Context: an optimization exercise on an open-source flow, tuned for small area, a short achievable clock period and few clock cycles. The choices shown serve that exercise and are no tape-out recipe. Function was checked by simulation only, so behaviour that the tests miss may differ from the original. Power and IR drop assume default switching activity.

**flow/flow/run.sh**
```bash
#!/bin/bash
set -euo pipefail
cd "$(dirname "${BASH_SOURCE[0]}")/.."
bash standard.sh SETUP_SLACK_MARGIN=5.7 \
    "BUFFER_PORTS_ARGS=-buffer_cell sky130_fd_sc_hd__buf_4" \
    finish > standard.log 2>&1
```
**flow/standard.sh**
```bash
#!/bin/bash
# synth_recipe.tcl (not shown) runs the flow's synth.tcl, then flattens the netlist and writes it again
# the make line also repeats each setting of config.mk as NAME=value (left out here)
make -C /OpenROAD-flow-scripts/flow DESIGN_CONFIG=/design/flow/config.mk WORK_HOME=/design/flow/orfs CLKGATE_MAP_FILE= SYNTH_SCRIPT=/design/flow/synth_recipe.tcl "${@:-finish}"
```
**flow/config.mk**
```make
export PLATFORM = sky130hd
export DESIGN_NAME = cpu_core
export DESIGN_NICKNAME = cpu_core
export VERILOG_FILES = /design/flow/design.v
export SDC_FILE = /design/flow/constraint.sdc
export NUM_CORES = 4
export LEC_CHECK = 0
export CAP_MARGIN = 20
export CORE_MARGIN = 2
export CORE_UTILIZATION = 40
export CTS_BUF_LIST = sky130_fd_sc_hd__clkbuf_8
export CTS_CLUSTER_SIZE = 20
export PLACE_DENSITY = 0.65
export SLEW_MARGIN = 20
export SYNTH_HIERARCHICAL = 1
export TNS_END_PERCENT = 10
```
**flow/constraint.sdc**
```tcl
create_clock -name core_clock -period 9.0 [get_ports {clock}]
set_input_delay 1.8000 -clock core_clock [delete_from_list [all_inputs] [get_ports {clock}]]
set_output_delay 1.8000 -clock core_clock [all_outputs]
set_load 0.01 [all_outputs]
```
**flow/design.v**
```verilog
`timescale 1ns/100ps
package cpu_pkg;
    typedef logic [32-1:0]  word_t;
    typedef logic [5-1:0] reg_idx_t;
    typedef enum logic [4:0] {
        ALU_OP_ADD = 5'b00000,
        ALU_OP_SUB = 5'b00001,
        ALU_OP_AND = 5'b00010,
        ALU_OP_OR  = 5'b00011,
        ALU_OP_SLL = 5'b00100,
        ALU_OP_SRA = 5'b00101
    } alu_op_e;
    typedef enum logic [2:0] {
        BR_NONE,
        BR_J,
        BR_JAL,
        BR_JR,
        BR_BNE,
        BR_BLT
    } branch_e;
    typedef struct packed {
        logic [4:0] alu_op;   
        logic     use_imm;    
        logic     is_load;
        logic     is_store;
        branch_e  branch;
        logic     reg_wr;
        reg_idx_t rd;         
    } ctrl_t;
    typedef struct packed {
        word_t pc;
        word_t instr;
    } fd_t;
    typedef struct packed {
        word_t    pc;
        ctrl_t    ctrl;
        reg_idx_t rs;
        reg_idx_t rt;         
        word_t    a;
        word_t    b;
        word_t    imm;
        logic [4:0] shamt;
        word_t    target;
    } dx_t;
    typedef struct packed {
        word_t pc;
        ctrl_t ctrl;
        word_t o;
        word_t b;
    } xm_t;
    typedef struct packed {
        ctrl_t ctrl;
        word_t o;
        word_t d;
    } mw_t;
    typedef struct packed {
        word_t addr;
        word_t wdata;
        logic  wren;
    } dmem_req_t;
    typedef struct packed {
        logic     we;
        reg_idx_t rd;
        word_t    data;
    } wb_t;
endpackage
`timescale 1ns/100ps
`timescale 1ns/100ps
`timescale 1ns/100ps
`timescale 1ns/100ps
`timescale 1ns/100ps
`timescale 1ns/100ps
module cpu_core(
    input  logic                clock,
    input  logic                reset_i,
    input  logic [31:0]         instr_i,
    input  logic [31:0]         dmem_rdata_i,
    output logic [31:0]         imem_addr_o,
    output logic [31:0]         dmem_addr_o,
    output logic [31:0]         dmem_wdata_o,
    output logic                dmem_wren_o
);
    logic        redir;        
    logic        kill_q;       
    logic [31:0] redir_pc;
    logic [31:0] pc_q;
    logic [31:0] f_pc1;
    logic [31:0] f_tgt_b;
    logic [31:0] f_tgt_j;
    logic [31:0] f_pred_pc;
    logic [31:0] f_alt;
    logic [4:0]  f_op;
    logic        f_isbr;
    logic        f_isj;
    logic        f_back;
    assign f_op    = instr_i[31:27];
    assign f_isbr  = (f_op == 5'b00010) || (f_op == 5'b00110);
    assign f_isj   = (f_op == 5'b00001) || (f_op == 5'b00011);
    assign f_back  = instr_i[16];
    assign f_pc1   = pc_q + 32'd1;
    assign f_tgt_j = {{5{instr_i[26]}}, instr_i[26:0]};
    cpu_add i_tgt (
        .a_i   (pc_q),
        .b_i   ({{15{instr_i[16]}}, instr_i[16:0]}),
        .c_i   (1'b1),
        .sum_o (f_tgt_b)
    );
    always_comb begin
        if (f_isj)                 f_pred_pc = f_tgt_j;
        else if (f_isbr && f_back) f_pred_pc = f_tgt_b;
        else                       f_pred_pc = f_pc1;
    end
    assign f_alt = (f_isbr && !f_back) ? f_tgt_b : f_pc1;
    logic [31:1] f_sel_a;
    logic [31:1] f_sel_b;
    always_comb begin
        for (int i = 1; i < 32; i++) begin
            f_sel_a[i] = (instr_i[21:17] == 5'(i));
            f_sel_b[i] = (f_op == 5'b00000) ? (instr_i[16:12] == 5'(i)) : (instr_i[26:22] == 5'(i));
        end
    end
    logic        fd_v;
    logic [31:0] fd_instr;
    logic [31:0] fd_alt;
    logic [31:1] fd_sel_a;
    logic [31:1] fd_sel_b;
    always_ff @(posedge clock) begin
        if (reset_i) begin
            pc_q <= '0;
            fd_v <= 1'b0;
        end else begin
            pc_q <= redir ? redir_pc : f_pred_pc;
            fd_v <= !redir;
        end
    end
    always_ff @(posedge clock) begin
        fd_instr <= instr_i;
        fd_alt   <= f_alt;
        fd_sel_a <= f_sel_a;
        fd_sel_b <= f_sel_b;
    end
    assign imem_addr_o = pc_q;
    logic        de_regwr;
    logic        de_load;
    logic        de_store;
    logic        de_bne_t;     
    logic        de_bne_n;     
    logic        de_blt_t;
    logic        de_blt_n;
    logic        de_jr;
    logic        de_add;
    logic        de_sub;
    logic        de_issum;     
    logic        de_and;
    logic        de_or;
    logic        de_sll;
    logic        de_sra;
    logic        de_link;
    logic [4:0]  de_dest;
    logic [4:0]  de_sh;
    logic [31:0] de_a;
    logic [31:0] de_b;
    logic [31:0] de_y;
    logic [31:0] de_alt;
    logic        de_fa_ld;
    logic        de_fa_sum;
    logic        de_fa_oth;
    logic        de_fa_no;
    logic        de_fb_ld;
    logic        de_fb_sum;
    logic        de_fb_oth;
    logic        de_fb_no;
    logic        de_fy_ld;
    logic        de_fy_sum;
    logic        de_fy_oth;
    logic        de_fy_no;
    logic [4:0]  d_op;
    logic [4:0]  d_rd;
    logic [4:0]  d_rs;
    logic [4:0]  d_src2;
    logic [4:0]  d_dest;
    logic [4:0]  d_fn;
    logic        d_v;
    logic        d_isr;
    logic        d_back;
    logic        d_regwr;
    logic        d_add;
    logic        d_sub;
    logic        d_and;
    logic        d_or;
    logic        d_sll;
    logic        d_sra;
    logic        d_link;
    logic        d_useimm;
    logic        d_load;
    logic        d_store;
    logic        d_bne;
    logic        d_blt;
    logic        d_jr;
    logic        d_fa;
    logic        d_fb;
    logic [31:0] d_a;
    logic [31:0] d_b;
    assign d_v    = fd_v;
    assign d_op   = fd_instr[31:27];
    assign d_rd   = fd_instr[26:22];
    assign d_rs   = fd_instr[21:17];
    assign d_fn   = fd_instr[6:2];
    assign d_back = fd_instr[16];
    assign d_isr  = (d_op == 5'b00000);
    assign d_src2 = d_isr ? fd_instr[16:12] : d_rd;    
    assign d_dest = (d_op == 5'b00011) ? 5'd31 : d_rd;
    assign d_regwr  = d_v && (d_isr || d_op == 5'b00101 || d_op == 5'b01000 || d_op == 5'b00011) &&
                      (d_dest != 5'd0);
    assign d_useimm = (d_op == 5'b00101) || (d_op == 5'b01000) || (d_op == 5'b00111);
    assign d_add    = d_useimm || (d_isr && d_fn == 5'b00000);
    assign d_sub    = d_isr && d_fn == 5'b00001;
    assign d_and    = d_isr && d_fn == 5'b00010;
    assign d_or     = d_isr && d_fn == 5'b00011;
    assign d_sll    = d_isr && d_fn == 5'b00100;
    assign d_sra    = d_isr && d_fn == 5'b00101;
    assign d_link   = (d_op == 5'b00011);
    assign d_load   = d_v && d_op == 5'b01000;
    assign d_store  = d_v && d_op == 5'b00111;
    assign d_bne    = d_v && d_op == 5'b00010;
    assign d_blt    = d_v && d_op == 5'b00110;
    assign d_jr     = d_v && d_op == 5'b00100;
    logic [31:0] rf [31:1];
    logic [31:1] rv;
    logic [31:0] d_a_rf;
    logic [31:0] d_b_rf;
    logic [31:0] xm_sum;
    logic [31:0] xm_oth;
    logic        xm_issum;
    logic [31:0] xm_sd;
    logic [4:0]  xm_dest;
    logic        xm_regwr;
    logic        xm_load;
    logic        xm_store;
    logic [31:0] m_wd;
    always_comb begin
        d_a_rf = '0;
        d_b_rf = '0;
        for (int i = 1; i < 32; i++) begin
            d_a_rf = d_a_rf | (rf[i] & {32{fd_sel_a[i] && rv[i]}});
            d_b_rf = d_b_rf | (rf[i] & {32{fd_sel_b[i] && rv[i]}});
        end
    end
    assign d_a = (xm_regwr && xm_dest == d_rs)   ? m_wd : d_a_rf;
    assign d_b = (xm_regwr && xm_dest == d_src2) ? m_wd : d_b_rf;
    assign d_fa = de_regwr && !kill_q && de_dest == d_rs;
    assign d_fb = de_regwr && !kill_q && de_dest == d_src2;
    always_ff @(posedge clock) begin
        if (reset_i) begin
            de_regwr <= 1'b0;
            de_load  <= 1'b0;
            de_store <= 1'b0;
            de_bne_t <= 1'b0;
            de_bne_n <= 1'b0;
            de_blt_t <= 1'b0;
            de_blt_n <= 1'b0;
            de_jr    <= 1'b0;
        end else begin
            de_regwr <= d_regwr;
            de_load  <= d_load;
            de_store <= d_store;
            de_bne_t <= d_bne &&  d_back;
            de_bne_n <= d_bne && !d_back;
            de_blt_t <= d_blt &&  d_back;
            de_blt_n <= d_blt && !d_back;
            de_jr    <= d_jr;
        end
    end
    assign de_issum = de_add || de_sub;
    always_ff @(posedge clock) begin
        de_add    <= d_add;
        de_sub    <= d_sub;
        de_and    <= d_and;
        de_or     <= d_or;
        de_sll    <= d_sll;
        de_sra    <= d_sra;
        de_link   <= d_link;
        de_dest   <= d_dest;
        de_sh     <= fd_instr[11:7];
        de_a      <= d_a;
        de_b      <= d_b;
        de_y      <= (d_useimm ? {{15{fd_instr[16]}}, fd_instr[16:0]} : d_b) ^ {32{d_sub}};
        de_alt    <= fd_alt;
        de_fa_ld  <= d_fa && de_load;
        de_fa_sum <= d_fa && !de_load && de_issum;
        de_fa_oth <= d_fa && !de_load && !de_issum;
        de_fa_no  <= !d_fa;
        de_fb_ld  <= d_fb && de_load;
        de_fb_sum <= d_fb && !de_load && de_issum;
        de_fb_oth <= d_fb && !de_load && !de_issum;
        de_fb_no  <= !d_fb;
        de_fy_ld  <= d_fb && !d_useimm && de_load;
        de_fy_sum <= d_fb && !d_useimm && !de_load && de_issum;
        de_fy_oth <= d_fb && !d_useimm && !de_load && !de_issum;
        de_fy_no  <= !(d_fb && !d_useimm);
    end
    logic [31:0] e_a;
    logic [31:0] e_y;
    logic [31:0] e_c;
    logic [31:0] e_b;
    logic [31:0] e_sum;
    logic [31:0] e_shx;
    logic [31:0] e_shr;
    logic [31:0] e_shl;
    logic [31:0] e_oth;
    logic        e_ne;
    logic        e_lt;
    assign e_a = ({32{de_fa_ld}}  & dmem_rdata_i) | ({32{de_fa_sum}} & xm_sum) |
                 ({32{de_fa_oth}} & xm_oth)       | ({32{de_fa_no}}  & de_a);
    assign e_c = ({32{de_fy_ld}}  & dmem_rdata_i) | ({32{de_fy_sum}} & xm_sum) |
                 ({32{de_fy_oth}} & xm_oth)       | ({32{de_fy_no}}  & de_y);
    assign e_y = ({32{de_fy_ld}}  & (dmem_rdata_i ^ {32{de_sub}})) |
                 ({32{de_fy_sum}} & (xm_sum ^ {32{de_sub}})) |
                 ({32{de_fy_oth}} & (xm_oth ^ {32{de_sub}})) |
                 ({32{de_fy_no}}  & de_y);
    assign e_b = ({32{de_fb_ld}}  & dmem_rdata_i) | ({32{de_fb_sum}} & xm_sum) |
                 ({32{de_fb_oth}} & xm_oth)       | ({32{de_fb_no}}  & de_b);
    cpu_add i_add (
        .a_i   (e_a),
        .b_i   (e_y),
        .c_i   (de_sub),
        .sum_o (e_sum)
    );
    always_comb begin
        for (int i = 0; i < 32; i++) begin
            e_shx[i] = de_sll ? e_a[31-i] : e_a[i];
        end
    end
    assign e_shr = $signed({de_sra && e_a[31], e_shx}) >>> de_sh;
    always_comb begin
        for (int i = 0; i < 32; i++) begin
            e_shl[i] = e_shr[31-i];
        end
    end
    always_comb begin
        e_oth = '0;
        if (de_and)           e_oth = e_oth | (e_a & e_c);
        if (de_or)            e_oth = e_oth | (e_a | e_c);
        if (de_sll)           e_oth = e_oth | e_shl;
        if (de_sra)           e_oth = e_oth | e_shr;
        if (de_link)          e_oth = e_oth | de_alt;
    end
    cpu_lt i_lt (
        .a_i  (e_c),
        .b_i  (e_a),
        .lt_o (e_lt)
    );
    assign e_ne = (e_a != e_c);
    assign redir    = !kill_q &&
                      ((de_bne_t && !e_ne) || (de_bne_n && e_ne) ||
                       (de_blt_t && !e_lt) || (de_blt_n && e_lt) || de_jr);
    assign redir_pc = de_jr ? e_c : de_alt;
    always_ff @(posedge clock) begin
        if (reset_i) begin
            kill_q   <= 1'b0;
            xm_regwr <= 1'b0;
            xm_load  <= 1'b0;
            xm_store <= 1'b0;
        end else begin
            kill_q   <= redir;
            xm_regwr <= de_regwr && !kill_q;
            xm_load  <= de_load && !kill_q;
            xm_store <= de_store && !kill_q;
        end
    end
    always_ff @(posedge clock) begin
        xm_sum   <= e_sum;
        xm_oth   <= e_oth;
        xm_issum <= de_issum;
        xm_sd    <= e_b;
        xm_dest <= de_dest;
    end
    assign dmem_addr_o  = xm_sum;
    assign dmem_wdata_o = xm_sd;
    assign dmem_wren_o  = xm_store;
    assign m_wd = xm_load ? dmem_rdata_i : (xm_issum ? xm_sum : xm_oth);
    always_ff @(posedge clock) begin
        if (reset_i) begin
            rv <= '0;
        end else if (xm_regwr) begin
            rv[xm_dest] <= 1'b1;
        end
    end
    always_ff @(posedge clock) begin
        if (xm_regwr) begin
            rf[xm_dest] <= m_wd;
        end
    end
endmodule
module cpu_add(
    input  logic [31:0] a_i,
    input  logic [31:0] b_i,
    input  logic        c_i,
    output logic [31:0] sum_o
);
    logic [31:0] p0;
    logic [31:0] g [6];
    logic [31:0] p [6];
    logic [31:0] c;
    assign p0   = a_i ^ b_i;
    assign g[0] = a_i & b_i;
    assign p[0] = p0;
    for (genvar l = 0; l < 5; l++) begin : g_lvl
        for (genvar i = 0; i < 32; i++) begin : g_bit
            if (i >= (1 << l)) begin : g_join
                cpu_pg_cell i_cell (
                    .gh_i (g[l][i]),
                    .ph_i (p[l][i]),
                    .gl_i (g[l][i - (1 << l)]),
                    .pl_i (p[l][i - (1 << l)]),
                    .g_o  (g[l+1][i]),
                    .p_o  (p[l+1][i])
                );
            end else begin : g_pass
                assign g[l+1][i] = g[l][i];
                assign p[l+1][i] = p[l][i];
            end
        end
    end
    assign c[0] = c_i;
    for (genvar i = 1; i < 32; i++) begin : g_carry
        assign c[i] = g[5][i-1] | (p[5][i-1] & c_i);
    end
    assign sum_o = p0 ^ c;
endmodule
module cpu_pg_cell(
    input  logic gh_i,
    input  logic ph_i,
    input  logic gl_i,
    input  logic pl_i,
    output logic g_o,
    output logic p_o
);
    assign g_o = gh_i | (ph_i & gl_i);
    assign p_o = ph_i & pl_i;
endmodule
module cpu_lt(
    input  logic [31:0] a_i,
    input  logic [31:0] b_i,
    output logic        lt_o
);
    logic [31:0] x;
    logic [31:0] y;
    logic [31:0] g [6];
    logic [31:0] p [6];
    assign x = {~a_i[31], a_i[30:0]};
    assign y = ~{~b_i[31], b_i[30:0]};
    assign g[0] = x & y;
    assign p[0] = x | y;
    for (genvar l = 0; l < 5; l++) begin : g_lvl
        for (genvar i = 0; i < (32 >> (l + 1)); i++) begin : g_node
            cpu_pg_cell i_cell (
                .gh_i (g[l][2*i+1]),
                .ph_i (p[l][2*i+1]),
                .gl_i (g[l][2*i]),
                .pl_i (p[l][2*i]),
                .g_o  (g[l+1][i]),
                .p_o  (p[l+1][i])
            );
        end
        for (genvar i = (32 >> (l + 1)); i < 32; i++) begin : g_fill
            assign g[l+1][i] = 1'b0;
            assign p[l+1][i] = 1'b0;
        end
    end
    assign lt_o = !(g[5][0] | p[5][0]);
endmodule
```
==> results.env, run 1 <==
SEQUENTIAL_CELL_AREA_UM2=39100
PLACE.PORT_BUFFERS=162
SYNTHTOLAYOUTAREAGROWTH_PCT=14.6
FINAL-HOLD-VIOLATION-COUNT=0
GRT_PASS1_VIAS=58600
PLACE.DETAILED.INSTANCES=8342
WORSTHOLDPATHCELLS=0
SYNTH.DISTINCT_CELLS=80
HOLD_END='de_alt[11]$_DFF_P_'
DRT-WIRELENGTH-PER-CELL_UM=39.9
MOST_COMMON_CELL_AFTER_LAYOUT_FILL_AND_TAPS_ASIDE='sky130_fd_sc_hd__edfxtp_1'
POST-ROUTE-PERIOD-UTIL_PCT=41.7
NUM_ROWS=153
SYNTH-SEQ-AREA-SHARE_PCT=56.0
ASYNC_S_R_FF_SHARE_SYNTH_PCT=0
DIE_WIDTH_UM=421
GLOBALPLACE.CONGESTION=1.05
POST-ROUTE-MIN-PERIOD_NS=3.76
EFFECTIVE_UTILIZATION_AT_FLOORPLAN_PCT=40.2
SYNTHESIS.YOSYS.WARNINGS=17
DRIVE_ABOVE_1_SHARE_PCT=16.6
SETUP_VIOL=0
NUMCLOCKSINKS=1453
POSTSYNTH.TOPFLOPCELL='sky130_fd_sc_hd__edfxtp_1'
CRIT_REQUIRED_NS=9.72
TIMING.CRITICAL_PATH.BUF_INV=1
TIMING.MAX_CAP.VIOLATIONS=0
FIN_WORST_SKEW_NS=0.103
SETUP_TNS_FINAL_NS=0
DETAIL_ROUTE.FIRST_PASS.ITERATIONS=11
HOLD_CLASS='register to register'
FINALNONFILLERCELLS=8866
GLOBALROUTEOVERFLOWTOTAL=0
MIN_FROM='fd_alt[11]$_DFF_P_'
GR-USAGE-ALL-LAYERS_PCT=38.1
CLOCK_TREE.HTREE_LEVEL_COUNT=4
ROUTE.FINAL.WIRE_LENGTH_UM=354000
MAX_SLEW_MARGIN_PCT=14.7
WORSTPATHARRIVAL_NS=4.48
DIE-AREA_UM2=178000
CP_MAX_FO=5
RSZ0062_AT_GRT='yes'
OUTCOME='complete, no violations'
HOLD_BUFFERS=0
MAXSLEWVIOLCOUNT=0
SYNTHESIZED_CELL_AREA_UM2=69700
WORST_IR_DROP_ON_VDD_V=0.000150
SYNTH_AREA_PER_CELL_UM2=11.3
SETUP.WORST_PATH.CLASS='primary input to register'
DPL.HPWL_UM=213000
FAMILY_OF_CELLS_WITH_THE_GREATEST_SUMMED_DELAY_ON_THE_CRITICAL_PATH='compound AO/OA/AOI/OAI gates'
FINISH.NET_COUNT=6542
TIMING.CRITICAL_PATH.SLOWEST_STAGE_CELL='sky130_fd_sc_hd__o21ai_0'
CRIT_CHAIN='buf_4 -> a22oi_1 -> nand3_1 -> nand4_1 -> mux2i_1 -> o21ai_0 -> nand2_1 -> a21oi_1 -> o211ai_1'
CELLLEAKAGEPOWER_nW=30.9
CLK_TRANSITION_REPORTED_PATHS_NS=0.07
SYNTH_EDF_COUNT=992
FINAL.FILL_COUNT=15900
CELLPOWERDENSITY_nW_PER_UM2=171
DRTITER0DRC=13500
FINAL_CELL_MIX='sky130_fd_sc_hd__edfxtp_1 (992), sky130_fd_sc_hd__a22oi_1 (538), sky130_fd_sc_hd__dfxtp_1 (446), sky130_fd_sc_hd__buf_4 (381), sky130_fd_sc_hd__nand2_1 (348)'
WORSTREGTOREGCELLS=9
CTS_BUFFER_DEPTH=3
ENDPOINT_KIND='register'
CLOCK_LATENCY_OF_THE_LATER_CLOCKED_REGISTER_IN_THE_WORST_SKEW_PAIR_NS=1.06
DIE_HEIGHT_UM=421
SYNTHESIS.INSTANCES=6139
CTS-ROOT-BUF='sky130_fd_sc_hd__clkbuf_8'
COREAREA_UM2=173000
DRCVIOLATIONCOUNT=0
FINALPOWER_mW=13.6
PIN_COUNT=163
FIRST_PASS_GRT_WIRE_LENGTH_UM=475000
FMAX_MHz=266
TOTAL_OF_FLIP_FLOPS_PLUS_LATCHES_AFTER_SYNTHESIS=1453
TIGHTESTPINTRANSITION_NS=1.28
MULTIINPUTGATEAREA_UM2=29700
CTS_BUFFERS=228
DRTANTENNAVIOLNETS=0
LAUNCH_POINT_OF_THE_WORST_REG_TO_REG_PATH='de_sll$_DFF_P_'
CP_SLOWEST_STAGE_DELAY_NS=0.68
WORST_R2R_ENDPOINT='xm_oth[29]$_DFF_P_'
VIASPERCELL=7.10
GRT_START_MAX_NET_PINS=66
VIA_COUNT=62900
CTS_TREE='yes'
WORSTSETUPSTARTPOINTTYPE='primary input'
SETUP.REG_TO_REG.WORST_SLACK_NS=5.25
ANTENNA_FOUND_INITIAL=12
[modules after synthesis, one instance, submodules excluded]
module       times used  area, µm²  cells inside
cpu_add               2        876            97
cpu_lt                1        484            65
cpu_pg_cell         279       13.8             2
cpu_core              1      63600          5322
[Yosys cell counts (120+ instances only)]
cell / instances / area [µm²]
sky130_fd_sc_hd__a22oi_1: 546 / 4100
sky130_fd_sc_hd__a21oi_1: 230 / 1150
sky130_fd_sc_hd__a21o_1: 281 / 2110
sky130_fd_sc_hd__a22o_1: 254 / 2220
sky130_fd_sc_hd__dfxtp_1: 461 / 9230
sky130_fd_sc_hd__and2_1: 347 / 2170
sky130_fd_sc_hd__o21ai_0: 127 / 636
sky130_fd_sc_hd__nand2_1: 380 / 1430
sky130_fd_sc_hd__inv_1: 120 / 450
sky130_fd_sc_hd__a221oi_1: 254 / 2220
sky130_fd_sc_hd__edfxtp_1: 992 / 29800
sky130_fd_sc_hd__clkbuf_1: 375 / 1410
sky130_fd_sc_hd__nor2_1: 286 / 1070
sky130_fd_sc_hd__ha_1: 141 / 1760
sky130_fd_sc_hd__nand4_1: 143 / 895
sky130_fd_sc_hd__nand3_1: 220 / 1100
[repair_timing]
action                                  in CTS  in global routing
pin swaps                                   47                 23
gates cloned                                 3                  0
endpoints found under the setup margin     215                250
setup buffers                               59                 24
resized for setup                          125                 48
[stage by stage]
stage | hold slack (ns) | instance area (µm²) | setup slack (ns) | util [%]
after floorplan | 0.310 | 69800 | 4.91 | -
after global placement | 0.313 | 73800 | 3.17 | 42.5
after detailed placement | 0.312 | 73800 | 3.12 | 42.6
after global routing | 0.329 | 79800 | 5.21 | 46.0
after CTS | 0.321 | 79400 | 5.33 | 45.8
final | 0.324 | 79800 | 5.24 | 46.0
[how the worst max path moves through the flow]
stage / startpoint / endpoint / cells past startpoint
5_1_grt: dmem_rdata_i[1] / pc_q[3]$_SDFF_PP0_ / 16
3_5_place_dp: dmem_rdata_i[24] / pc_q[20]$_SDFF_PP0_ / 11
2_1_floorplan: dmem_rdata_i[31] / pc_q[0]$_SDFF_PP0_ / 15
6_report: dmem_rdata_i[29] / xm_oth[27]$_DFF_P_ / 9
4_1_cts: de_sub$_DFF_P_ / xm_sum[23]$_DFF_P_ / 11
3_3_place_gp: dmem_rdata_i[1] / pc_q[22]$_SDFF_PP0_ / 11
[per-layer routing]
| layer | track usage, % | up-vias | part of all wire, % | routed length, µm |
|---|---|---|---|---|
| met5 | 0 | - | 0.032 | 113 |
| met3 | 14.2 | 1905 | 15 | 53200 |
| met2 | 55.8 | 6495 | 42 | 147000 |
| met1 | 46.4 | 30100 | 34 | 121000 |
| met4 | 26.5 | 10 | 9.1 | 32100 |
| li1 | - | 24400 | - | - |
[logic make-up after synthesis]
kind of cell | count (synthesis) | share of synthesized area, %
and+or+nand+nor | 1707 | 12.7
DFF | 1453 | 56.0
xor gates and xnor gates | 150 | 1.89
muxes | 138 | 2.42
adders and majority gates | 143 | 2.59
AOI/OAI and AO/OA | 1985 | 21.3
other | 1 | 0.00538
buffers and inverters | 562 | 3.13
[layout make-up]
cell class,count,area share [%]
Sequential cell,1453,48.9
Clock inverter,177,1.60
Antenna cell,17,0.0533
Tap cell,2325,3.64
Timing Repair Buffer,396,3.84
Multi-Input combinational cell,4130,37.1
Inverter,124,0.610
Clock buffer,244,4.21
[sequential cells by signal, indices dropped and copies added, names as in the netlist, 5 cells and up]
signal	flops
rf	992
de_a	32
de_alt	32
de_b	32
de_y	32
fd_alt	32
fd_instr	32
pc_q	32
xm_oth	32
xm_sd	32
xm_sum	32
fd_sel_a	31
fd_sel_b	31
rv	31
de_dest	5
de_sh	5
xm_dest	5
[worst register-to-register path, cell delays in order, from the launching register on]
cell and delay (ns):
sky130_fd_sc_hd__dfxtp_4 0.53, sky130_fd_sc_hd__buf_8 0.32, sky130_fd_sc_hd__and2_4 0.38, sky130_fd_sc_hd__nand3_1 0.38, sky130_fd_sc_hd__nand4_1 0.37, sky130_fd_sc_hd__mux2i_1 0.14
sky130_fd_sc_hd__mux2i_1 0.38, sky130_fd_sc_hd__a21oi_1 0.22, sky130_fd_sc_hd__a211oi_1 0.39, sky130_fd_sc_hd__o221ai_1 0.34
[report_power, final]
group | switching, mW | internal (mW) | leakage, nW
combinational | 0.435 | 0.244 | 15.0
sequential | 0.0695 | 7.12 | 13.3
clock | 2.88 | 2.89 | 2.62
Testbench counts, summed over its fixed seeds: cycles 45,237.
==> run 2, diff against run 1 <==
--- a/flow/config.mk
+++ b/flow/config.mk
@@ -10,7 +10,7 @@
 export CORE_UTILIZATION = 40
 export CTS_BUF_LIST = sky130_fd_sc_hd__clkbuf_8
 export CTS_CLUSTER_SIZE = 20
-export PLACE_DENSITY = 0.65
+export PLACE_DENSITY = 0.75
 export SLEW_MARGIN = 20
 export SYNTH_HIERARCHICAL = 1
 export TNS_END_PERCENT = 10
==> run 2 against run 1 <==
  * Final cell count increased by 0.16%
  * Highest routed layer unchanged
  * Worst setup slack got worse by 0.12 ns
  * Critical path depth increased by 5
  * Largest cell class unchanged
  * Synthesized cell count unchanged
  * Register-to-register slack got worse by 0.13 ns
  * Largest power group unchanged
  * Clock power increased by 2%
  * Sequential power about the same
==> results.env, run 2 <==
MOST_COMMON_CELL_AFTER_LAYOUT_FILL_AND_TAPS_ASIDE='sky130_fd_sc_hd__edfxtp_1'  # unchanged
PIN_COUNT=163  # unchanged
POST-ROUTE-MIN-PERIOD_NS=3.88  # was 3.76 ns
DRTITER0DRC=14400  # was 13,500
SYNTH_EDF_COUNT=992  # unchanged
DRIVE_ABOVE_1_SHARE_PCT=17.6  # was 16.6%
SYNTHTOLAYOUTAREAGROWTH_PCT=15.5  # was 14.6%
SYNTHESIZED_CELL_AREA_UM2=69700  # unchanged
CELLLEAKAGEPOWER_nW=31.0  # was 30.9 nW
FMAX_MHz=258  # was 266 MHz
SYNTH_TOP_CELL_BY_AREA='sky130_fd_sc_hd__edfxtp_1'  # unchanged
CP_SLOWEST_STAGE_DELAY_NS=0.43  # was 0.68 ns
CRIT_REQUIRED_NS=9.91  # was 9.72 ns
SETUP_TNS_FINAL_NS=0  # unchanged
CRIT_CHAIN='buf_4 -> a21boi_4 -> xnor2_4 -> buf_6 -> nand4_1 -> ha_4 -> or4_4 -> nor4_4 -> o21ai_2 -> nor3b_4 -> nor3b_4 -> nor3b_4 -> a21oi_2 -> nor2_1'  # was buf_4 -> a22oi_1 -> nand3_1 -> nand4_1 -> mux2i_1 -> o21ai_0 -> nand2_1 -> a21oi_1 -> o211ai_1
GLOBALPLACE.CONGESTION=1.05  # about the same
TIMING.MAX_CAP.VIOLATIONS=0  # unchanged
ASYNC_S_R_FF_SHARE_SYNTH_PCT=0  # unchanged
MAX_FLOP_REGISTER='rf'  # unchanged
GLOBALROUTEOVERFLOWTOTAL=0  # unchanged
CTS-ROOT-BUF='sky130_fd_sc_hd__clkbuf_8'  # unchanged
MAX_SLEW_MARGIN_PCT=4.51  # was 14.7%
ANTENNA_FOUND_INITIAL=23  # was 12
SETUP_VIOL=0  # unchanged
POSTLAYOUTSETUPSLACKWORST_NS=5.12  # was 5.24 ns
WORSTSETUPSTARTPOINTTYPE='register'  # was primary input
COREAREA_UM2=173000  # unchanged
SYNTH-SEQ-AREA-SHARE_PCT=56.0  # unchanged
PLACE.PORT_BUFFERS=162  # unchanged
TIMING.CRITICAL_PATH.SLOWEST_STAGE_CELL='sky130_fd_sc_hd__or4_4'  # was sky130_fd_sc_hd__o21ai_0
TIGHTESTPINTRANSITION_NS=1.42  # was 1.28 ns
CP_MAX_FO=11  # was 5
SYNTH_LARGEST_TYPE_AREA_FRACTION_PCT=42.8  # unchanged
HOLD_BUFFERS=0  # unchanged
SYNTH_AREA_LEADERS='sky130_fd_sc_hd__edfxtp_1 (43%), sky130_fd_sc_hd__dfxtp_1 (13%), sky130_fd_sc_hd__a22oi_1 (5.9%)'  # unchanged
FINAL_CELL_MIX='sky130_fd_sc_hd__edfxtp_1 (992), sky130_fd_sc_hd__a22oi_1 (531), sky130_fd_sc_hd__dfxtp_1 (434), sky130_fd_sc_hd__buf_4 (388), sky130_fd_sc_hd__nand2_1 (343)'  # was sky130_fd_sc_hd__edfxtp_1 (992), sky130_fd_sc_hd__a22oi_1 (538), sky130_fd_sc_hd__dfxtp_1 (446), sky130_fd_sc_hd__buf_4 (381), sky130_fd_sc_hd__nand2_1 (348)
DRCVIOLATIONCOUNT=0  # unchanged
CLK_TRANSITION_REPORTED_PATHS_NS=0.06  # was 0.07 ns
SYNTH_AREA_PER_CELL_UM2=11.3  # unchanged
FIN_WORST_SKEW_NS=0.131  # was 0.103 ns
CELLPOWERDENSITY_nW_PER_UM2=171  # about the same
DIE_WIDTH_UM=421  # unchanged
TIMING.CRITICAL_PATH.MODE_CELL='sky130_fd_sc_hd__nor3b_4'
CTS_TREE='yes'  # unchanged
DP_SLACK_NS=2.94  # was 3.12 ns
WORSTPATHARRIVAL_NS=4.79  # was 4.48 ns
GR-USAGE-ALL-LAYERS_PCT=37.1  # was 38.1%
FINISH.NET_COUNT=6549  # was 6,542
ENDPOINT_KIND='register'  # unchanged
TOTAL_OF_FLIP_FLOPS_PLUS_LATCHES_AFTER_SYNTHESIS=1453  # unchanged
CTS_BUFFER_DEPTH=3  # unchanged
POSTSYNTH.TOPFLOPCELL='sky130_fd_sc_hd__edfxtp_1'  # unchanged
WORST_IR_DROP_ON_VDD_V=0.000163  # was 0.000150 V
LARGEST_REGISTER_FF_COUNT=992  # unchanged
CLOCK_LATENCY_OF_THE_LATER_CLOCKED_REGISTER_IN_THE_WORST_SKEW_PAIR_NS=1.08  # was 1.06 ns
SETUP.WORST_PATH.CLASS='register to register'  # was primary input to register
VIASPERCELL=7.18  # was 7.10
SYNTH.DISTINCT_CELLS=80  # unchanged
RSZ0062_AT_GRT='yes'  # unchanged
VIA_COUNT=63800  # was 62,900
FIRST_PASS_GRT_WIRE_LENGTH_UM=466000  # was 475,000 µm
GRT_PASS1_VIAS=59900  # was 58,600
NETLIST_TOP_CELLS_COUNT='sky130_fd_sc_hd__edfxtp_1 (992), sky130_fd_sc_hd__a22oi_1 (546), sky130_fd_sc_hd__dfxtp_1 (461)'  # unchanged
CLOCK_TREE.HTREE_LEVEL_COUNT=4  # unchanged
EFFECTIVE_UTILIZATION_AT_FLOORPLAN_PCT=40.2  # unchanged
SYNTHESIS.YOSYS.WARNINGS=17  # unchanged
GRT_START_MAX_NET_PINS=69  # was 66
HOLD_CLASS='register to register'  # unchanged
DIE_HEIGHT_UM=421  # unchanged
FINAL-HOLD-VIOLATION-COUNT=0  # unchanged
MAXSLEWVIOLCOUNT=0  # unchanged
DRTANTENNAVIOLNETS=0  # unchanged
DPL.HPWL_UM=207000  # was 213,000 µm
DETAIL_ROUTE.FIRST_PASS.ITERATIONS=12  # was 11
DRT-WIRELENGTH-PER-CELL_UM=39.2  # was 39.9 µm
NUMCLOCKSINKS=1453  # unchanged
NUM_ROWS=153  # unchanged
OUTCOME='complete, no violations'  # unchanged
SYNTHESIS.INSTANCES=6139  # unchanged
CTS_BUFFERS=223  # was 228
POST-SYNTH-TOP-COUNT-CELL='sky130_fd_sc_hd__edfxtp_1'  # unchanged
DIE-AREA_UM2=178000  # unchanged
POST-ROUTE-PERIOD-UTIL_PCT=43.1  # was 41.7%
ROUTE.FINAL.WIRE_LENGTH_UM=348000  # was 354,000 µm
run 2: changes by cell type in the layout (fill, tap and decap cells not counted), moves of 8 or more:
cell	delta
sky130_fd_sc_hd__inv_1	-9
sky130_fd_sc_hd__ha_1	-12
sky130_fd_sc_hd__dfxtp_2	+8
sky130_fd_sc_hd__ha_4	+9
sky130_fd_sc_hd__dfxtp_1	-12
run 2: area by class of cell:
cell class | instances | area, µm²
Antenna cell | 20 | 50.0
Clock inverter | 180 | 1440
Tap cell | 2325 | 2910
Clock buffer | 240 | 3300
Multi-Input combinational cell | 4130 | 30000
Timing Repair Buffer | 408 | 3230
Fill cell | 15600 | 93000
Sequential cell | 1453 | 39100
Inverter | 124 | 479
run 2: cells by family after synthesis:
family / after synthesis / share of synthesized area [%]
mux: 138 / 2.42
other cells: 1 / 0.00538
simple gates: 1707 / 12.7
buf+inv: 562 / 3.13
compound gates: 1985 / 21.3
fa+ha+maj: 143 / 2.59
xor+xnor: 150 / 1.89
flops: 1453 / 56.0
run 2: modules after synthesis, one instance, submodules excluded:
module,flip-flops and latches,copies in the design,cells inside,area [µm²]
cpu_add,0,2,97,876
cpu_core,1453,1,5322,63600
cpu_lt,0,1,65,484
cpu_pg_cell,0,279,2,13.8
run 2: where the power goes:
part           leakage (nW)  switching [mW]  internal [mW]
registers              13.3          0.0731           7.11
logic                  15.1           0.442          0.254
clock network          2.65            2.87           3.03
run 2: worst paths after layout:
check	endpoint	slack, ns	from	depth (start not counted)
hold / removal	de_alt[15]$_DFF_P_	0.27	fd_alt[15]$_DFF_P_	0
setup / recovery	rv[31]$_SDFFE_PP0P_	5.12	xm_dest[0]$_DFF_P_	14
setup reg to reg	rv[31]$_SDFFE_PP0P_	5.12	xm_dest[0]$_DFF_P_	14
hold reg to reg	de_alt[15]$_DFF_P_	0.27	fd_alt[15]$_DFF_P_	0
run 2: per-stage QoR:
step,utilization (%),hold WS [ns],std cells,cell area [µm²],total power [mW]
floorplan,-,0.310,6142,69800,7.65
global placement,42.6,0.314,8348,73800,7.92
detailed placement,42.6,0.312,8348,73800,7.92
CTS,45.9,0.275,8823,79500,13.7
global route,46.4,0.296,8871,80400,14.1
finish,46.4,0.268,8880,80500,13.8
run 2: critical path, delay by kind of cell (launching register included):
kind	cells	cell delay (ns)
AO/OA/AOI/OAI	3	0.52
XOR/XNOR	1	0.19
AND/OR/NAND/NOR	7	2.03
buffers and inverters	2	0.35
flip-flops	1	0.36
adder cells (fa/ha/maj)	1	0.32
run 2: timing repair:
item,in CTS,in global routing
setup buffers,52,36
endpoints found under the setup margin,226,244
pin swaps,46,48
gates resized for setup,131,99
cloned,3,0
run 2: per-layer routing:
| layer | track usage (%) | up-vias | wire (µm) |
|---|---|---|---|
| li1 | - | 24400 | - |
| met1 | 42.7 | 30100 | 113000 |
| met2 | 52.8 | 6950 | 140000 |
| met3 | 17.9 | 2306 | 58600 |
| met4 | 28.3 | 35 | 36600 |
| met5 | 1.80 | - | 534 |
==> run 3, diff against run 2 <==
--- a/flow/config.mk
+++ b/flow/config.mk
@@ -7,10 +7,10 @@
 export LEC_CHECK = 0
 export CAP_MARGIN = 20
 export CORE_MARGIN = 2
-export CORE_UTILIZATION = 40
+export CORE_UTILIZATION = 55
 export CTS_BUF_LIST = sky130_fd_sc_hd__clkbuf_8
 export CTS_CLUSTER_SIZE = 20
-export PLACE_DENSITY = 0.75
+export PLACE_DENSITY = 0.65
 export SLEW_MARGIN = 20
 export SYNTH_HIERARCHICAL = 1
 export TNS_END_PERCENT = 10
==> run 3 against run 2 <==
  * Still clean on timing, DRC and antenna
  * Worst setup slack better by 0.037 ns
  * Wire length is essentially flat
  * Synthesized area did not move
  * Clock skew fell by 0.063 ns
  * Register-to-register slack improved by 0.17 ns
  * Critical path type is now primary input to register
==> results.env, run 3 <==
SYNTHESIS.YOSYS.WARNINGS=17  # unchanged
ENDPOINT_KIND='register'  # unchanged
OUTCOME='complete, no violations'  # unchanged
ANTENNA_FOUND_INITIAL=23  # unchanged
SYNTH_LARGEST_TYPE_AREA_FRACTION_PCT=42.8  # unchanged
RSZ0062_AT_GRT='yes'  # unchanged
SYNTH_AREA_LEADERS='sky130_fd_sc_hd__edfxtp_1 (43%), sky130_fd_sc_hd__dfxtp_1 (13%), sky130_fd_sc_hd__a22oi_1 (5.9%)'  # unchanged
MOST_COMMON_CELL_AFTER_LAYOUT_FILL_AND_TAPS_ASIDE='sky130_fd_sc_hd__edfxtp_1'  # unchanged
FIRST_PASS_GRT_WIRE_LENGTH_UM=467000  # was 466,000 µm
DP_SLACK_NS=3.05  # was 2.94 ns
POWER_FRAC_COMB_PCT=5.0  # about the same
DETAIL_ROUTE.FIRST_PASS.ITERATIONS=12  # unchanged
GRT_PASS1_VIAS=59200  # was 59,900
DRCVIOLATIONCOUNT=0  # unchanged
GR-USAGE-ALL-LAYERS_PCT=52.0  # was 37.1%
NUM_ROWS=130  # was 153
FINISH.INSTANCE_AREA_UM2=79800  # was 80,500 µm²
FINISH.NET_COUNT=6570  # was 6,549
GLOBALROUTEOVERFLOWTOTAL=0  # unchanged
VIASPERCELL=7.74  # was 7.18
WORSTPATHARRIVAL_NS=4.74  # was 4.79 ns
EFFECTIVE_UTILIZATION_AT_FLOORPLAN_PCT=55.4  # was 40.2%
WORSTSETUPSTARTPOINTTYPE='primary input'  # was register
SYNTH-SEQ-AREA-SHARE_PCT=56.0  # unchanged
TOTAL_SWITCHING_POWER_mW=3.39  # was 3.38 mW
SETUP_TNS_FINAL_NS=0  # unchanged
CLK_TRANSITION_REPORTED_PATHS_NS=0.07  # was 0.06 ns
FINAL_CORE_UTIL_PCT=63.4  # was 46.4%
SYNTH_TOP_CELL_BY_AREA='sky130_fd_sc_hd__edfxtp_1'  # unchanged
FINALPOWER_mW=13.8  # about the same
SHARE_CLK_OF_TOTAL_POWER_PCT=42.7  # was 42.8%
NUMCLOCKSINKS=1453  # unchanged
TIGHTESTPINTRANSITION_NS=1.24  # was 1.42 ns
SETUP_VIOL=0  # unchanged
SW_SHARE_PCT=24.6  # was 24.5%
CELLINTERNALPOWER_mW=10.4  # about the same
SYNTH_EDF_COUNT=992  # unchanged
COMPOUND_GATE_PORTION_OF_THE_SYNTHESIZED_AREA_PCT=21.3  # unchanged
HOLD_CLASS='register to register'  # unchanged
DRTANTENNAVIOLNETS=0  # unchanged
CTS-ROOT-BUF='sky130_fd_sc_hd__clkbuf_8'  # unchanged
SYNTH_AREA_PER_CELL_UM2=11.3  # unchanged
COREAREA_UM2=126000  # was 173,000 µm²
DPL.HPWL_UM=212000  # was 207,000 µm
DIE-AREA_UM2=130000  # was 178,000 µm²
POST-ROUTE-MIN-PERIOD_NS=3.84  # was 3.88 ns
PLACE.DETAILED.INSTANCES=7673  # was 8,348
SYNTHESIS.INSTANCES=6139  # unchanged
DRTITER0DRC=15300  # was 14,400
POSTSYNTH.TOPFLOPCELL='sky130_fd_sc_hd__edfxtp_1'  # unchanged
SYNTHESIZED_CELL_AREA_UM2=69700  # unchanged
POST-SYNTH-TOP-COUNT-CELL='sky130_fd_sc_hd__edfxtp_1'  # unchanged
CP_MAX_FO=5  # was 11
VIA_COUNT=63700  # was 63,800
SYNTH_TOP_FAMILY_BY_AREA='compound AO/OA/AOI/OAI gates'  # unchanged
PLACE.PORT_BUFFERS=162  # unchanged
NETLIST_TOP_CELLS_COUNT='sky130_fd_sc_hd__edfxtp_1 (992), sky130_fd_sc_hd__a22oi_1 (546), sky130_fd_sc_hd__dfxtp_1 (461)'  # unchanged
ASYNC_S_R_FF_SHARE_SYNTH_PCT=0  # unchanged
GRT_START_MAX_NET_PINS=71  # was 69
MAX_SLEW_MARGIN_PCT=17.1  # was 4.51%
CELLLEAKAGEPOWER_nW=31.3  # was 31.0 nW
CTS_TREE='yes'  # unchanged
FINAL_CELL_MIX='sky130_fd_sc_hd__edfxtp_1 (992), sky130_fd_sc_hd__a22oi_1 (535), sky130_fd_sc_hd__dfxtp_1 (428), sky130_fd_sc_hd__buf_4 (399), sky130_fd_sc_hd__nand2_1 (342)'  # was sky130_fd_sc_hd__edfxtp_1 (992), sky130_fd_sc_hd__a22oi_1 (531), sky130_fd_sc_hd__dfxtp_1 (434), sky130_fd_sc_hd__buf_4 (388), sky130_fd_sc_hd__nand2_1 (343)
FMAX_MHz=260  # was 258 MHz
TOTAL_OF_FLIP_FLOPS_PLUS_LATCHES_AFTER_SYNTHESIS=1453  # unchanged
SEQ_POWER_SHARE_PCT=52.2  # was 52.1%
LARGEST_REGISTER_FF_COUNT=992  # unchanged
DIE_HEIGHT_UM=360  # was 421 µm
FIN_WORST_SKEW_NS=0.0680  # was 0.131 ns
TIMING.MAX_CAP.VIOLATIONS=0  # unchanged
ROUTE.FINAL.WIRE_LENGTH_UM=348000  # about the same
SYNTH.DISTINCT_CELLS=80  # unchanged
POSTLAYOUTSETUPSLACKWORST_NS=5.16  # was 5.12 ns
WORST_IR_DROP_ON_VDD_V=0.000197  # was 0.000163 V
SYNTHXORXNORAREAFRAC_PCT=1.89  # unchanged
PLACEMENT_STAGE_CELL_AREA_UM2=73000  # was 73,800 µm²
CRIT_REQUIRED_NS=9.90  # was 9.91 ns
CTS_BUFFERS=227  # was 223
MAXSLEWVIOLCOUNT=0  # unchanged
MAX_FLOP_REGISTER='rf'  # unchanged
DRT-WIRELENGTH-PER-CELL_UM=42.3  # was 39.2 µm
MULTIPLEXER_AREA_FRACTION_AFTER_SYNTHESIS_PCT=2.42  # unchanged
CLOCK_LATENCY_OF_THE_LATER_CLOCKED_REGISTER_IN_THE_WORST_SKEW_PAIR_NS=1.03  # was 1.08 ns
DIE_WIDTH_UM=360  # was 421 µm
PIN_COUNT=163  # unchanged
DRIVE_ABOVE_1_SHARE_PCT=17.9  # was 17.6%
CTS_BUFFER_DEPTH=3  # unchanged
SIMPLE_GATE_PORTION_OF_THE_SYNTHESIZED_AREA_PCT=12.7  # unchanged
POST-ROUTE-PERIOD-UTIL_PCT=42.7  # was 43.1%
HOLDWS_NS=0.304  # was 0.268 ns
SYNTHTOLAYOUTAREAGROWTH_PCT=14.5  # was 15.5%
SYNTH-ADDER-AREA-SHARE_PCT=2.59  # unchanged
FINAL-HOLD-VIOLATION-COUNT=0  # unchanged
CLOCK_TREE.HTREE_LEVEL_COUNT=4  # unchanged
FINALNONFILLERCELLS=8232  # was 8,880
CELLPOWERDENSITY_nW_PER_UM2=172  # was 171 nW/µm²
SETUP.WORST_PATH.CLASS='primary input to register'  # was register to register
GLOBALPLACE.CONGESTION=1.05  # about the same
## run 3: power by group through the flow
stage | Sequential, mW | Clock, mW | Combinational, mW
final | 7.18 | 5.88 | 0.695
after global routing | 7.18 | 6.12 | 0.722
after CTS | 7.18 | 5.83 | 0.640
after detailed placement | 7.32 | 0 | 0.595
after global placement | 7.32 | 0 | 0.595
after floorplan | 7.30 | 0 | 0.353
## run 3: layer usage
metal / global-route usage (%) / wire length, µm / vias up
met4: 42.0 / 37700 / 14
li1: - / - / 24500
met3: 23.7 / 58100 / 2300
met2: 73.3 / 140000 / 7070
met1: 60.9 / 112000 / 29800
met5: 1.11 / 332 / -
## run 3: per-module statistics from Yosys, one instance, submodules excluded
module,times used,cells
cpu_lt,1,65
cpu_core,1,5322
cpu_add,2,97
cpu_pg_cell,279,2
## run 3: worst paths after layout
check / cells past startpoint / to / start / slack, ns
worst max register to register: 9 / xm_oth[23]$_DFF_P_ / de_sh[1]$_DFF_P_ / 5.29
worst min-delay path: 0 / de_alt[20]$_DFF_P_ / fd_alt[20]$_DFF_P_ / 0.30
worst max-delay path: 9 / xm_oth[5]$_DFF_P_ / dmem_rdata_i[26] / 5.16
worst min register to register: 0 / de_alt[20]$_DFF_P_ / fd_alt[20]$_DFF_P_ / 0.30
## run 3: worst max-delay path, cell delays in order
cell                       delay [ns]
sky130_fd_sc_hd__buf_4           0.14
sky130_fd_sc_hd__a22oi_1         0.30
sky130_fd_sc_hd__nand3_1         0.25
sky130_fd_sc_hd__nand4_1         0.60
sky130_fd_sc_hd__mux2i_1         0.29
sky130_fd_sc_hd__mux2i_1         0.42
sky130_fd_sc_hd__o221ai_1        0.21
sky130_fd_sc_hd__or2_2           0.36
sky130_fd_sc_hd__a221o_1         0.36
## run 3: cell type report
class                      count  area (µm²)
timing repair buffer         425        3400
antenna                       20        50.0
inverter                     124         482
clock buffer                 246        3390
fill                        9788       46000
tap                         1650        2060
clock inverter               184        1380
multi-input combinational   4130       29900
sequential                  1453       39100
## run 3: cells by family after synthesis
family	Yosys count
flops	1453
buf+inv	562
xor+xnor	150
simple gates	1707
mux	138
compound gates	1985
fa+ha+maj	143
other cells	1
## run 3: repair_timing
item / in CTS / in global routing
endpoints found under the setup margin: 207 / 224
cloned: 2 / 1
pin swaps: 55 / 46
hold buffers: 0 / 0
buffers inserted: 66 / 39
gates resized for setup: 159 / 90
==> run 4, diff against run 3 <==
--- a/flow/design.v
+++ b/flow/design.v
@@ -92,10 +92,13 @@
     logic [4:0]  f_op;
     logic        f_isbr;
     logic        f_isj;
+    logic        f_isjr;
     logic        f_back;
+    logic [9:0]  ras_q;
     assign f_op    = instr_i[31:27];
     assign f_isbr  = (f_op == 5'b00010) || (f_op == 5'b00110);
     assign f_isj   = (f_op == 5'b00001) || (f_op == 5'b00011);
+    assign f_isjr  = (f_op == 5'b00100);
     assign f_back  = instr_i[16];
     assign f_pc1   = pc_q + 32'd1;
     assign f_tgt_j = {{5{instr_i[26]}}, instr_i[26:0]};
@@ -107,10 +110,22 @@
     );
     always_comb begin
         if (f_isj)                 f_pred_pc = f_tgt_j;
+        else if (f_isjr)           f_pred_pc = {22'd0, ras_q};
         else if (f_isbr && f_back) f_pred_pc = f_tgt_b;
         else                       f_pred_pc = f_pc1;
     end
-    assign f_alt = (f_isbr && !f_back) ? f_tgt_b : f_pc1;
+    always_comb begin
+        if (f_isbr && !f_back) f_alt = f_tgt_b;
+        else if (f_isjr)       f_alt = {22'd0, ras_q};
+        else                   f_alt = f_pc1;
+    end
+    always_ff @(posedge clock) begin
+        if (reset_i) begin
+            ras_q <= '0;
+        end else if (!redir && f_op == 5'b00011) begin
+            ras_q <= f_pc1[9:0];
+        end
+    end
     logic [31:1] f_sel_a;
     logic [31:1] f_sel_b;
     always_comb begin
@@ -309,6 +324,7 @@
     logic [31:0] e_shl;
     logic [31:0] e_oth;
     logic        e_ne;
+    logic        e_jrne;
     logic        e_lt;
     assign e_a = ({32{de_fa_ld}}  & dmem_rdata_i) | ({32{de_fa_sum}} & xm_sum) |
                  ({32{de_fa_oth}} & xm_oth)       | ({32{de_fa_no}}  & de_a);
@@ -351,9 +367,10 @@
         .lt_o (e_lt)
     );
     assign e_ne = (e_a != e_c);
+    assign e_jrne = (e_c != de_alt);
     assign redir    = !kill_q &&
                       ((de_bne_t && !e_ne) || (de_bne_n && e_ne) ||
-                       (de_blt_t && !e_lt) || (de_blt_n && e_lt) || de_jr);
+                       (de_blt_t && !e_lt) || (de_blt_n && e_lt) || (de_jr && e_jrne));
     assign redir_pc = de_jr ? e_c : de_alt;
     always_ff @(posedge clock) begin
         if (reset_i) begin
--- a/flow/config.mk
+++ b/flow/config.mk
@@ -7,10 +7,10 @@
 export LEC_CHECK = 0
 export CAP_MARGIN = 20
 export CORE_MARGIN = 2
-export CORE_UTILIZATION = 55
+export CORE_UTILIZATION = 40
 export CTS_BUF_LIST = sky130_fd_sc_hd__clkbuf_8
 export CTS_CLUSTER_SIZE = 20
-export PLACE_DENSITY = 0.65
+export PLACE_DENSITY = 0.55
 export SLEW_MARGIN = 20
 export SYNTH_HIERARCHICAL = 1
 export TNS_END_PERCENT = 10
==> run 4 against run 3 <==
  * Still clean
  * Register-to-register slack got worse by 0.24 ns
  * Cell area is 7.6% higher
  * Critical path depth is 1 lower
  * Fmax is 2.8% lower
  * Core utilization fell by 16 points
  * Wire length rose by 26%
  * Final cell count increased by 16%
  * Flip-flop and latch count is 10 higher
  * Clock power increased by 8.7%
  * Sequential power is 1% higher
  * Clock skew up 0.055 ns
  * Power up 5.2%
  * Largest cell class unchanged
  * Largest power group unchanged
==> results.env, run 4 <==
TIGHTESTPINTRANSITION_NS=1.36  # was 1.24 ns
ASYNC_S_R_FF_SHARE_SYNTH_PCT=0  # unchanged
DRT-WIRELENGTH-PER-CELL_UM=45.8  # was 42.3 µm
HOLD_CLASS='register to register'  # unchanged
MAX_FLOP_REGISTER='rf'  # unchanged
COREAREA_UM2=181000  # was 126,000 µm²
VIA_COUNT=70700  # was 63,700
SYNTH_EDF_COUNT=992  # unchanged
SYNTHTOLAYOUTAREAGROWTH_PCT=17.4  # was 14.5%
DRTITER0DRC=15000  # was 15,300
LAUNCH_POINT_OF_THE_WORST_REG_TO_REG_PATH='xm_dest[4]$_DFF_P_'  # was de_sh[1]$_DFF_P_
HOLD_END='de_alt[29]$_DFF_P_'  # was de_alt[20]$_DFF_P_
SETUP.REG_TO_REG.WORST_SLACK_NS=5.05  # was 5.29 ns
WORSTHOLDPATHCELLS=0  # unchanged
EFFECTIVE_UTILIZATION_AT_FLOORPLAN_PCT=40.4  # was 55.4%
FIN_WORST_SKEW_NS=0.123  # was 0.0680 ns
FINISH.INSTANCE_AREA_UM2=85800  # was 79,800 µm²
SETUP.WORST_PATH.START='xm_dest[4]$_DFF_P_'  # was dmem_rdata_i[26]
GROUTE.LAYER.MET3.USAGE_PCT=19.0  # was 23.7%
CRIT_CHAIN='xor2_1 -> nor4_1 -> nand3_4 -> buf_4 -> buf_4 -> nand4_1 -> nor3_1 -> a31oi_1'  # was buf_4 -> a22oi_1 -> nand3_1 -> nand4_1 -> mux2i_1 -> mux2i_1 -> o221ai_1 -> or2_2 -> a221o_1
MET2_USAGE_PCT=64.6  # was 73.3%
CP_MAX_FO=27  # was 5
ENDPOINT_KIND='register'  # unchanged
LARGEST_REGISTER_FF_COUNT=992  # unchanged
SYNTH_AREA_LEADERS='sky130_fd_sc_hd__edfxtp_1 (41%), sky130_fd_sc_hd__dfxtp_1 (13%), sky130_fd_sc_hd__a22oi_1 (6.9%)'  # was sky130_fd_sc_hd__edfxtp_1 (43%), sky130_fd_sc_hd__dfxtp_1 (13%), sky130_fd_sc_hd__a22oi_1 (5.9%)
GRTUSAGEMET1_PCT=52.1  # was 60.9%
TIMING.CRITICAL_PATH.SLOWEST_STAGE_CELL='sky130_fd_sc_hd__a31oi_1'  # was sky130_fd_sc_hd__nand4_1
DETAIL_ROUTE.FIRST_PASS.ITERATIONS=14  # was 12
SYNTHESIZED_CELL_AREA_UM2=73100  # was 69,700 µm²
CELLPOWERDENSITY_nW_PER_UM2=169  # was 172 nW/µm²
NUM_ROWS=156  # was 130
POST-SYNTH-TOP-COUNT-CELL='sky130_fd_sc_hd__edfxtp_1'  # unchanged
SETUP.WORST_PATH.CLASS='register to register'  # was primary input to register
CP_SLOWEST_STAGE_DELAY_NS=0.85  # was 0.60 ns
SYNTH_LARGEST_TYPE_AREA_FRACTION_PCT=40.7  # was 42.8%
SYNTHESIS.INSTANCES=6647  # was 6,139
SYNTH-SEQ-AREA-SHARE_PCT=53.6  # was 56.0%
CRIT_REQUIRED_NS=9.77  # was 9.90 ns
CLOCK_LATENCY_OF_THE_LATER_CLOCKED_REGISTER_IN_THE_WORST_SKEW_PAIR_NS=1.07  # was 1.03 ns
SYNTH_AREA_PER_CELL_UM2=11.0  # was 11.3 µm²
DRTANTENNAVIOLNETS=0  # unchanged
GR-USAGE-ALL-LAYERS_PCT=45.2  # was 52.0%
DPL.HPWL_UM=278000  # was 212,000 µm
RSZ0062_AT_GRT='yes'  # unchanged
WORST_R2R_ENDPOINT='de_a[21]$_DFF_P_'  # was xm_oth[23]$_DFF_P_
POST-ROUTE-MIN-PERIOD_NS=3.95  # was 3.84 ns
VIASPERCELL=7.39  # was 7.74
CLK_TRANSITION_REPORTED_PATHS_NS=0.07  # about the same
FIRST_PASS_GRT_WIRE_LENGTH_UM=571000  # was 467,000 µm
FINISH.NET_COUNT=7184  # was 6,570
SETUP_VIOL=0  # unchanged
PLACEMENT_STAGE_CELL_AREA_UM2=77800  # was 73,000 µm²
TOTAL_OF_FLIP_FLOPS_PLUS_LATCHES_AFTER_SYNTHESIS=1463  # was 1,453
SETUP_TNS_FINAL_NS=0  # unchanged
ANTENNA_FOUND_INITIAL=43  # was 23
CTS_TREE='yes'  # unchanged
CTS-ROOT-BUF='sky130_fd_sc_hd__clkbuf_8'  # unchanged
FINAL_CORE_UTIL_PCT=47.4  # was 63.4%
FINAL-HOLD-VIOLATION-COUNT=0  # unchanged
CTS_BUFFERS=275  # was 227
ROUTE.FINAL.WIRE_LENGTH_UM=438000  # was 348,000 µm
WORSTSETUPSTARTPOINTTYPE='register'  # was primary input
GRT_PASS1_VIAS=65000  # was 59,200
OUTCOME='complete, no violations'  # unchanged
WORSTREGTOREGCELLS=8  # was 9
FINAL_CELL_MIX='sky130_fd_sc_hd__edfxtp_1 (992), sky130_fd_sc_hd__a22oi_1 (603), sky130_fd_sc_hd__buf_4 (479), sky130_fd_sc_hd__nand3_1 (469), sky130_fd_sc_hd__dfxtp_1 (450)'  # was sky130_fd_sc_hd__edfxtp_1 (992), sky130_fd_sc_hd__a22oi_1 (535), sky130_fd_sc_hd__dfxtp_1 (428), sky130_fd_sc_hd__buf_4 (399), sky130_fd_sc_hd__nand2_1 (342)
GRT_START_MAX_NET_PINS=66  # was 71
SYNTHESIS.YOSYS.WARNINGS=17  # unchanged
MAXSLEWVIOLCOUNT=0  # unchanged
DRIVE_ABOVE_1_SHARE_PCT=20.0  # was 17.9%
MAX_SLEW_MARGIN_PCT=8.93  # was 17.1%
CELLLEAKAGEPOWER_nW=33.7  # was 31.3 nW
MIN_FROM='fd_alt[29]$_DFF_P_'  # was fd_alt[20]$_DFF_P_
SYNTH.DISTINCT_CELLS=90  # was 80
CRITICAL_PATH_DEPTH=8  # was 9
PIN_COUNT=163  # unchanged
WORST_IR_DROP_ON_VDD_V=0.000128  # was 0.000197 V
NETLIST_TOP_CELLS_COUNT='sky130_fd_sc_hd__edfxtp_1 (992), sky130_fd_sc_hd__a22oi_1 (670), sky130_fd_sc_hd__nand3_1 (480)'  # was sky130_fd_sc_hd__edfxtp_1 (992), sky130_fd_sc_hd__a22oi_1 (546), sky130_fd_sc_hd__dfxtp_1 (461)
GLOBALROUTEOVERFLOWTOTAL=0  # unchanged
TIMING.CRITICAL_PATH.BUF_INV=2  # was 1
SYNTH_TOP_CELL_BY_AREA='sky130_fd_sc_hd__edfxtp_1'  # unchanged
FAMILY_OF_CELLS_WITH_THE_GREATEST_SUMMED_DELAY_ON_THE_CRITICAL_PATH='simple AND/OR/NAND/NOR gates'  # unchanged
TIMING.MAX_CAP.VIOLATIONS=0  # unchanged
CLOCK_TREE.HTREE_LEVEL_COUNT=5  # was 4
POST-ROUTE-PERIOD-UTIL_PCT=43.9  # was 42.7%
HOLDWS_NS=0.307  # was 0.304 ns
GRT_MAX_USAGE_LAYER='met2'  # unchanged
NUMCLOCKSINKS=1463  # was 1,453
CTS_BUFFER_DEPTH=4  # was 3
FINALPOWER_mW=14.5  # was 13.8 mW
DRCVIOLATIONCOUNT=0  # unchanged
MOST_COMMON_CELL_AFTER_LAYOUT_FILL_AND_TAPS_ASIDE='sky130_fd_sc_hd__edfxtp_1'  # unchanged
DIE_HEIGHT_UM=432  # was 360 µm
PLACE.PORT_BUFFERS=162  # unchanged
POSTSYNTH.TOPFLOPCELL='sky130_fd_sc_hd__edfxtp_1'  # unchanged
GLOBALPLACE.CONGESTION=1.00  # was 1.05
TIMING.CRITICAL_PATH.MODE_CELL='sky130_fd_sc_hd__buf_4'  # was sky130_fd_sc_hd__mux2i_1
FMAX_MHz=253  # was 260 MHz
WORSTPATHARRIVAL_NS=4.72  # was 4.74 ns
DIE_WIDTH_UM=432  # was 360 µm
DIE-AREA_UM2=186000  # was 130,000 µm²
## run 4: how the worst max path moves through the flow
stage,end,slack (ns)
finish,de_a[21]$_DFF_P_,5.05
global route,de_a[21]$_DFF_P_,5.03
CTS,xm_oth[21]$_DFF_P_,5.13
detailed placement,ras_q[0]$_SDFFE_PP0P_,3.42
global placement,ras_q[2]$_SDFFE_PP0P_,3.45
floorplan,ras_q[0]$_SDFFE_PP0P_,4.49
## run 4: cells by family (layout without fill, tap and decap cells)
| kind of cell | count (synthesis) | in the layout | share of synthesized area [%] |
|---|---|---|---|
| adders and majority gates | 143 | 143 | 2.47 |
| muxes | 84 | 84 | 1.68 |
| xor gates and xnor gates | 240 | 240 | 2.88 |
| buffers and inverters | 591 | 1096 | 3.26 |
| other | 1 | 48 | 0.00513 |
| DFF | 1463 | 1463 | 53.6 |
| and+or+nand+nor | 2126 | 2126 | 15.6 |
| AOI/OAI and AO/OA | 1999 | 1999 | 20.4 |
## run 4: per-module statistics from Yosys (local to each module, per instance)
module,cell area [µm²],cells,flops+latches
cpu_core,67000,5830,1463
cpu_add,876,97,0
cpu_lt,484,65,0
cpu_pg_cell,13.8,2,0
## run 4: per-layer routing
metal / share of wire [%] / up-vias / wire length, µm
met5: 0.22 / - / 968
met3: 15 / 2473 / 65500
li1: - / 26700 / -
met4: 11 / 40 / 49100
met2: 41 / 7491 / 178000
met1: 33 / 34000 / 145000
## run 4: layout make-up
type / count / area [µm²]
multi-input cells: 4596 / 33500
clock inverters: 157 / 975
clock buffers: 300 / 4130
fillers: 16700 / 95300
flip-flops and latches: 1463 / 39300
diodes: 44 / 110
repair buffers: 531 / 4450
inverters: 108 / 425
well taps: 2370 / 2970
## run 4: where the power goes
part           total, mW  leakage [nW]  switching [mW]  internal [mW]
logic              0.826          17.4           0.541          0.285
clock network       6.39          2.92            2.97           3.41
registers           7.26          13.4           0.105           7.16
## run 4: repair_timing
| item | CTS | global route |
|---|---|---|
| pin swaps | 32 | 64 |
| setup endpoints to repair | 317 | 288 |
| setup buffers | 44 | 75 |
| gates resized for setup | 138 | 242 |
| hold buffers | 0 | 0 |
| gates cloned | 4 | 4 |
## run 4: worst reg2reg max path, stage by stage, from the launching register on
cell                      delay, ns
sky130_fd_sc_hd__dfxtp_1       0.72
sky130_fd_sc_hd__xor2_1        0.15
sky130_fd_sc_hd__nor4_1        0.42
sky130_fd_sc_hd__nand3_4       0.48
sky130_fd_sc_hd__buf_4         0.49
sky130_fd_sc_hd__buf_4         0.37
sky130_fd_sc_hd__nand4_1       0.19
sky130_fd_sc_hd__nor3_1        0.08
sky130_fd_sc_hd__a31oi_1       0.85
## run 4: metrics by stage
step	cells	setup slack (ns)
floorplan	6650	4.49
global placement	8940	3.45
detailed placement	8940	3.42
CTS	9445	5.13
global route	9533	5.03
finish	9569	5.05
Testbench counts of run 4, summed over its fixed seeds: cycles 44,459.

## port drivers added, routing unchanged
The flow's constraints put no driver on any port. The routed layouts listed below were extracted and timed again, unchanged, in two steps. Step 1: set_driving_cell puts a clkbuf_16 on clock and a buf_2 on each other input, an assumption about the parent block. Step 2 adds t to the input delays and takes it off the output delays; t is the mean of the earliest and latest rising clock arrival at the registers after step 1. Input paths then give back, and output paths get back, about the clock's delay inside the block. a / b / c = ideal / step 1 / step 2; a / b = the first two.
run	t, ns	setup WS [ns]	worst setup path at the end	clock arrival spread, ns	worst data-port slew with drivers (ns)
run 1	1.104	5.243 / 5.245 / 4.164	input to register	0.104 / 0.104	0.15
run 2	1.093	5.123 / 5.123 / 4.223	input to register	0.132 / 0.133	0.11
run 3	1.082	5.160 / 5.202 / 4.120	input to register	0.075 / 0.075	0.18
run 4	1.100	5.051 / 5.017 / 4.009	input to register	0.127 / 0.127	0.19
After both steps setup and hold are still met in every run listed. The setup slack of run 1, which loses most, moves by +0.002 ns with the drivers and by -1.079 ns with both steps.
